This is an optimization exercise on Yosys and OpenROAD, whose aim is small area and a short achievable clock period, not a production implementation.
Where RTL was checked, it was by simulation tests only, not by an equivalence proof against the original.
Power and IR drop assume default switching activity.

==> inputs of 02-19 <==
==> flow/design.v (excerpt) <==
module sw_unit (
    input  wire          clk_i,
    input  wire          reset_i,
    input  wire  [142:0] dp_slot_1_i,
    input  wire  [142:0] dp_slot_2_i,
    input  wire          stall_dp_i,
    input  wire          kill_dp_i,
    input  wire          next_rrf_cycle_i,
    input  wire  [77:0]  exe_result_i,
    output logic         allocatable_o,
    output logic [138:0] alu_issue_o,
    output logic         alu_issue_valid_o,
    output logic [138:0] mem_issue_o,
    output logic         mem_issue_valid_o
);
==> flow/config.mk <==
export PLATFORM = sky130hd
export DESIGN_NAME = sw_unit
export DESIGN_NICKNAME = sw_unit
export VERILOG_FILES = /design/flow/design.v
export SDC_FILE = /design/flow/constraint.sdc
export NUM_CORES = 8
export LEC_CHECK = 0
export ABC_CLOCK_PERIOD_IN_PS = 5000
export CAP_MARGIN = 20
export CORE_MARGIN = 2
export CORE_UTILIZATION = 35
export PLACE_DENSITY = 0.5
export SETUP_SLACK_MARGIN = 5
export SLEW_MARGIN = 20
==> flow/constraint.sdc <==
create_clock -name core_clock -period 10.0 [get_ports {clk_i}]
set_input_delay 2.0000 -clock core_clock [delete_from_list [all_inputs] [get_ports {clk_i}]]
set_output_delay 2.0000 -clock core_clock [all_outputs]
set_load 0.01 [all_outputs]
run.sh (not shown) runs the stock make flow with config.mk's settings and CLKGATE_MAP_FILE= SYNTH_SCRIPT=/design/flow/synth_recipe.tcl, a recipe that flattens the netlist after the stock synthesis.
==> 03-28 (differences from 02-19) <==
--- a/flow/design.v
+++ b/flow/design.v
@@ -37,21 +37,13 @@
 );
     logic [ENT_NUM-1:0][ENT_NUM-1:0] first;
     for (genvar i = 0; i < ENT_NUM; i++) begin : g_row
         for (genvar j = 0; j < ENT_NUM; j++) begin : g_col
             if (i < j) begin : g_pair
                 logic tag_le;
-                logic [5:0] a_gt;
-                always_comb begin
-                    a_gt[0] = tag_i[i][0] & ~tag_i[j][0];
-                    for (int b = 1; b < 6; b++) begin
-                        a_gt[b] = (tag_i[i][b] & ~tag_i[j][b])
-                                | (~(tag_i[i][b] ^ tag_i[j][b]) & a_gt[b-1]);
-                    end
-                end
-                assign tag_le = ~a_gt[5];
+                assign tag_le = tag_i[i] <= tag_i[j];
                 assign first[i][j] = (phase_i[i] ^ phase_i[j]) ? (phase_i[i] ^ cur_phase_i) : tag_le;
             end else begin : g_none
                 assign first[i][j] = 1'b0;
             end
         end
     end
@@ -144,35 +136,28 @@
     logic [ENT_NUM-1:0]        busy;
     logic [ENT_NUM-1:0]        phase;
     logic                      cur_phase;
     logic [ENT_NUM-1:0][74:0]  fix;
     logic [ENT_NUM-1:0][32:0]  src1;
     logic [ENT_NUM-1:0][32:0]  src2;
+    logic [ENT_NUM-1:0]        ready;
     logic [ENT_NUM-1:0]        sel;
+    logic [ENT_NUM-1:0][5:0]   tag;
     logic [74:0]               fix_1;
     logic [74:0]               fix_2;
-    logic [ENT_NUM-1:0]        busy_nxt;
-    logic [ENT_NUM-1:0]        phase_nxt;
-    logic [ENT_NUM-1:0]        ready_nxt;
-    logic [ENT_NUM-1:0][5:0]   tag_nxt;
-    logic                      cur_phase_nxt;
-    logic [ENT_NUM-1:0]        sel_nxt;
-    logic                      valid_nxt;
     assign busy_o = busy;
     assign fix_1 = {wslot_1_i[140:109], wslot_1_i[42:0]};
     assign fix_2 = {wslot_2_i[140:109], wslot_2_i[42:0]};
     for (genvar i = 0; i < ENT_NUM; i++) begin : g_ent
         logic [74:0] fix_nxt;
         logic [32:0] src1_nxt;
         logic [32:0] src2_nxt;
         logic        hold;
+        assign ready[i] = busy[i] & src1[i][0] & src2[i][0];
+        assign tag[i] = fix[i][10:5];
         assign hold = ~we_1_i[i] & ~we_2_i[i];
-        assign busy_nxt[i] = ~reset_i & (~hold | (busy[i] & ~sel[i]));
-        assign phase_nxt[i] = hold ? phase[i] : cur_phase;
-        assign ready_nxt[i] = busy_nxt[i] & src1_nxt[0] & src2_nxt[0];
-        assign tag_nxt[i] = fix_nxt[10:5];
         assign fix_nxt = ({75{we_1_i[i]}} & fix_1) | ({75{we_2_i[i]}} & fix_2)
                        | ({75{hold}} & fix[i]);
         opnd_next u_src1 (.cur_i(src1[i]),
                           .new_1_i(wslot_1_i[108:76]), .new_1_hit_0_i(new_hit_i[0]),
                           .new_1_hit_1_i(new_hit_1_i[0]),
                           .new_2_i(wslot_2_i[108:76]), .new_2_hit_0_i(new_hit_i[2]),
@@ -189,32 +174,41 @@
                           .res_0_i(result_i[38:0]), .res_1_i(result_i[77:39]),
                           .nxt_o(src2_nxt));
         always_ff @(posedge clk_i) begin
             fix[i] <= fix_nxt;
             src1[i] <= src1_nxt;
             src2[i] <= src2_nxt;
-            phase[i] <= phase_nxt[i];
-            busy[i] <= busy_nxt[i];
+            if (!hold) begin
+                phase[i] <= cur_phase;
+            end
+            if (reset_i) begin
+                busy[i] <= 1'b0;
+            end else if (!hold) begin
+                busy[i] <= 1'b1;
+            end else if (sel[i]) begin
+                busy[i] <= 1'b0;
+            end
+        end
+    end
+    always_ff @(posedge clk_i) begin
+        if (reset_i) begin
+            cur_phase <= 1'b0;
+        end else if (next_rrf_cycle_i) begin
+            cur_phase <= ~cur_phase;
         end
     end
-    assign cur_phase_nxt = ~reset_i & (cur_phase ^ next_rrf_cycle_i);
     oldest_finder #(
         .ENT_NUM(ENT_NUM)
     ) u_oldest_finder (
-        .ready_i    (ready_nxt),
-        .phase_i    (phase_nxt),
-        .cur_phase_i(cur_phase_nxt),
-        .tag_i      (tag_nxt),
-        .sel_o      (sel_nxt),
-        .valid_o    (valid_nxt)
+        .ready_i    (ready),
+        .phase_i    (phase),
+        .cur_phase_i(cur_phase),
+        .tag_i      (tag),
+        .sel_o      (sel),
+        .valid_o    (issue_valid_o)
     );
-    always_ff @(posedge clk_i) begin
-        cur_phase <= cur_phase_nxt;
-        sel <= sel_nxt;
-        issue_valid_o <= valid_nxt;
-    end
     always_comb begin
         logic [74:0] f;
         logic [31:0] o1;
         logic [31:0] o2;
         f = '0;
         o1 = '0;
@@ -250,22 +244,23 @@
     output logic               issue_valid_o
 );
     logic [ENT_NUM-1:0]        busy;
     logic [ENT_NUM-1:0][74:0]  fix;
     logic [ENT_NUM-1:0][32:0]  src1;
     logic [ENT_NUM-1:0][32:0]  src2;
-    logic [ENT_NUM-1:0]        head_oh;      
-    logic [ENT_NUM-1:0]        tail_oh;
-    logic [ENT_NUM-1:0]        tail_oh_1;
+    logic [ENT_SEL-1:0]        head;
+    logic [ENT_SEL-1:0]        tail;
+    logic [ENT_SEL-1:0]        tail_plus_1;
+    logic [ENT_NUM-1:0]        head_oh;
     logic [ENT_NUM-1:0]        we_1;
     logic [ENT_NUM-1:0]        we_2;
     logic [74:0]               fix_1;
     logic [74:0]               fix_2;
     assign fix_1 = {wslot_1_i[140:109], wslot_1_i[42:0]};
     assign fix_2 = {wslot_2_i[140:109], wslot_2_i[42:0]};
-    assign tail_oh_1 = {tail_oh[ENT_NUM-2:0], tail_oh[ENT_NUM-1]};
+    assign tail_plus_1 = tail + ENT_SEL'(1);
     always_comb begin
         ge_1_o = 1'b0;
         ge_2_o = 1'b0;
         for (int i = 0; i < ENT_NUM; i++) begin
             ge_2_o = ge_2_o | (ge_1_o & ~busy[i]);
             ge_1_o = ge_1_o | ~busy[i];
@@ -275,14 +270,15 @@
         logic [74:0] fix_nxt;
         logic [32:0] src1_nxt;
         logic [32:0] src2_nxt;
         logic        hold;
         logic        at_tail;
         logic        at_tail_1;
-        assign at_tail = tail_oh[i];
-        assign at_tail_1 = tail_oh_1[i];
+        assign head_oh[i] = head == ENT_SEL'(i);
+        assign at_tail = tail == ENT_SEL'(i);
+        assign at_tail_1 = tail_plus_1 == ENT_SEL'(i);
         assign we_1[i] = push_1_i & ~first_2_i & at_tail;
         assign we_2[i] = (push_1_i & first_2_i & at_tail) | (push_2_i & at_tail_1);
         assign hold = ~we_1[i] & ~we_2[i];
         assign fix_nxt = ({75{we_1[i]}} & fix_1) | ({75{we_2[i]}} & fix_2)
                        | ({75{hold}} & fix[i]);
         opnd_next u_src1 (.cur_i(src1[i]),
@@ -313,23 +309,19 @@
                 busy[i] <= 1'b0;
             end
         end
     end
     always_ff @(posedge clk_i) begin
         if (reset_i) begin
-            head_oh <= ENT_NUM'(1);
-            tail_oh <= ENT_NUM'(1);
+            head <= '0;
+            tail <= '0;
         end else begin
             if (issue_valid_o) begin
-                head_oh <= {head_oh[ENT_NUM-2:0], head_oh[ENT_NUM-1]};
-            end
-            if (push_2_i) begin
-                tail_oh <= {tail_oh_1[ENT_NUM-2:0], tail_oh_1[ENT_NUM-1]};
-            end else if (push_1_i) begin
-                tail_oh <= tail_oh_1;
+                head <= head + ENT_SEL'(1);
             end
+            tail <= tail + ENT_SEL'(push_1_i) + ENT_SEL'(push_2_i);
         end
     end
     always_comb begin
         logic [74:0] f;
         logic [31:0] o1;
         logic [31:0] o2;
==> flow/config.mk (replaced) <==
export PLATFORM = sky130hd
export DESIGN_NAME = sw_unit
export DESIGN_NICKNAME = sw_unit
export VERILOG_FILES = /design/flow/design.v
export SDC_FILE = /design/flow/constraint.sdc
export NUM_CORES = 8
export LEC_CHECK = 0
export CAP_MARGIN = 20
export CORE_MARGIN = 2
export CORE_UTILIZATION = 35
export PLACE_DENSITY = 0.5
export SETUP_SLACK_MARGIN = 0.2
export SLEW_MARGIN = 20
==> results.txt <==
| quantity | 02-19 | 03-28 |
|---|---|---|
| Result of the run | no timing/DRC/antenna violations | no timing/DRC/antenna violations |
| Total die area | 266000 sq um | 281000 sq um |
| Router iterations before antenna repair | 14 | 11 |
| Startpoint of the worst hold path | u_rs_alu.fix[506]$_DFF_P_ | u_rs_alu.src1[57]$_DFF_P_ |
| Via count of the first global-routing pass | 100000 | 105000 |
| Worst endpoint data arrival time | 3.36 ns | 6.60 ns |
| Post-CTS sizing | 336 | 0 |
| Endpoint with the worst hold slack | u_rs_alu.fix[506]$_DFF_P_ | u_rs_alu.src1[57]$_DFF_P_ |
| Post-placement worst setup slack | 1.94 ns | 2.20 ns |
| Clock period minus worst slack | 5.36 ns | 8.60 ns |
| Wire length on met1 | 217 mm | 226 mm |
| Cell variety after synth | 109 | 98 |
| Final-layout non-clock buffer area share | 10.8% | 8.10% |
| Critical-path cell with the highest stage delay | sky130_fd_sc_hd__nand4bb_4 | sky130_fd_sc_hd__clkinv_1 |
| Count of sequential standard cells | 1730 | 1717 |
| Detailed-route wire length | 586 mm | 596 mm |
| Wire length of the first global-routing pass | 797 mm | 816 mm |
| Number of rows in the core area | 187 | 193 |
| Average routed wire per standard cell | 37.8 um | 39.1 um |
| Worst Setup EP | allocatable_o | alu_issue_o[76] |
| Skew-Pair Late Insertion Delay | 0.90 ns | 0.93 ns |
| CP max FO | 4 | 64 |
| Buffers from clock root to sink, at most | 3 | 4 |
| Crit share post-route | 53.6% | 86.0% |
| Total design power | 24.1 mW | 25.2 mW |
Only the layout flow was run in 02-19; the RTL was not checked for function there.

==> port drivers added, routing unchanged <==
Ports are ideal in the flow. The routed layouts listed here were re-timed in OpenROAD. Step 1 sets driving cells, clkbuf_16 on the clock port and buf_2 on the other inputs (assumed; they add their load-dependent delay and slew). Step 2, shift: input delay + t, output delay - t, t = (earliest + latest rising clock arrival at the registers) / 2. This alone moves slack from input paths to output paths. Three values: ideal, step 1, step 2; two values: the first two.
run	t, ns	slack for setup (ns)	worst slew at a driven data input, ns
02-19	0.974	4.644 / 4.534 / 3.727	0.25
03-28	1.006	1.404 / 1.290 / 1.952	0.23
After both steps setup and hold are still met in every run listed. For 02-19, which loses most, drivers alone change the setup slack by -0.110 ns; drivers and shift together by -0.917 ns.
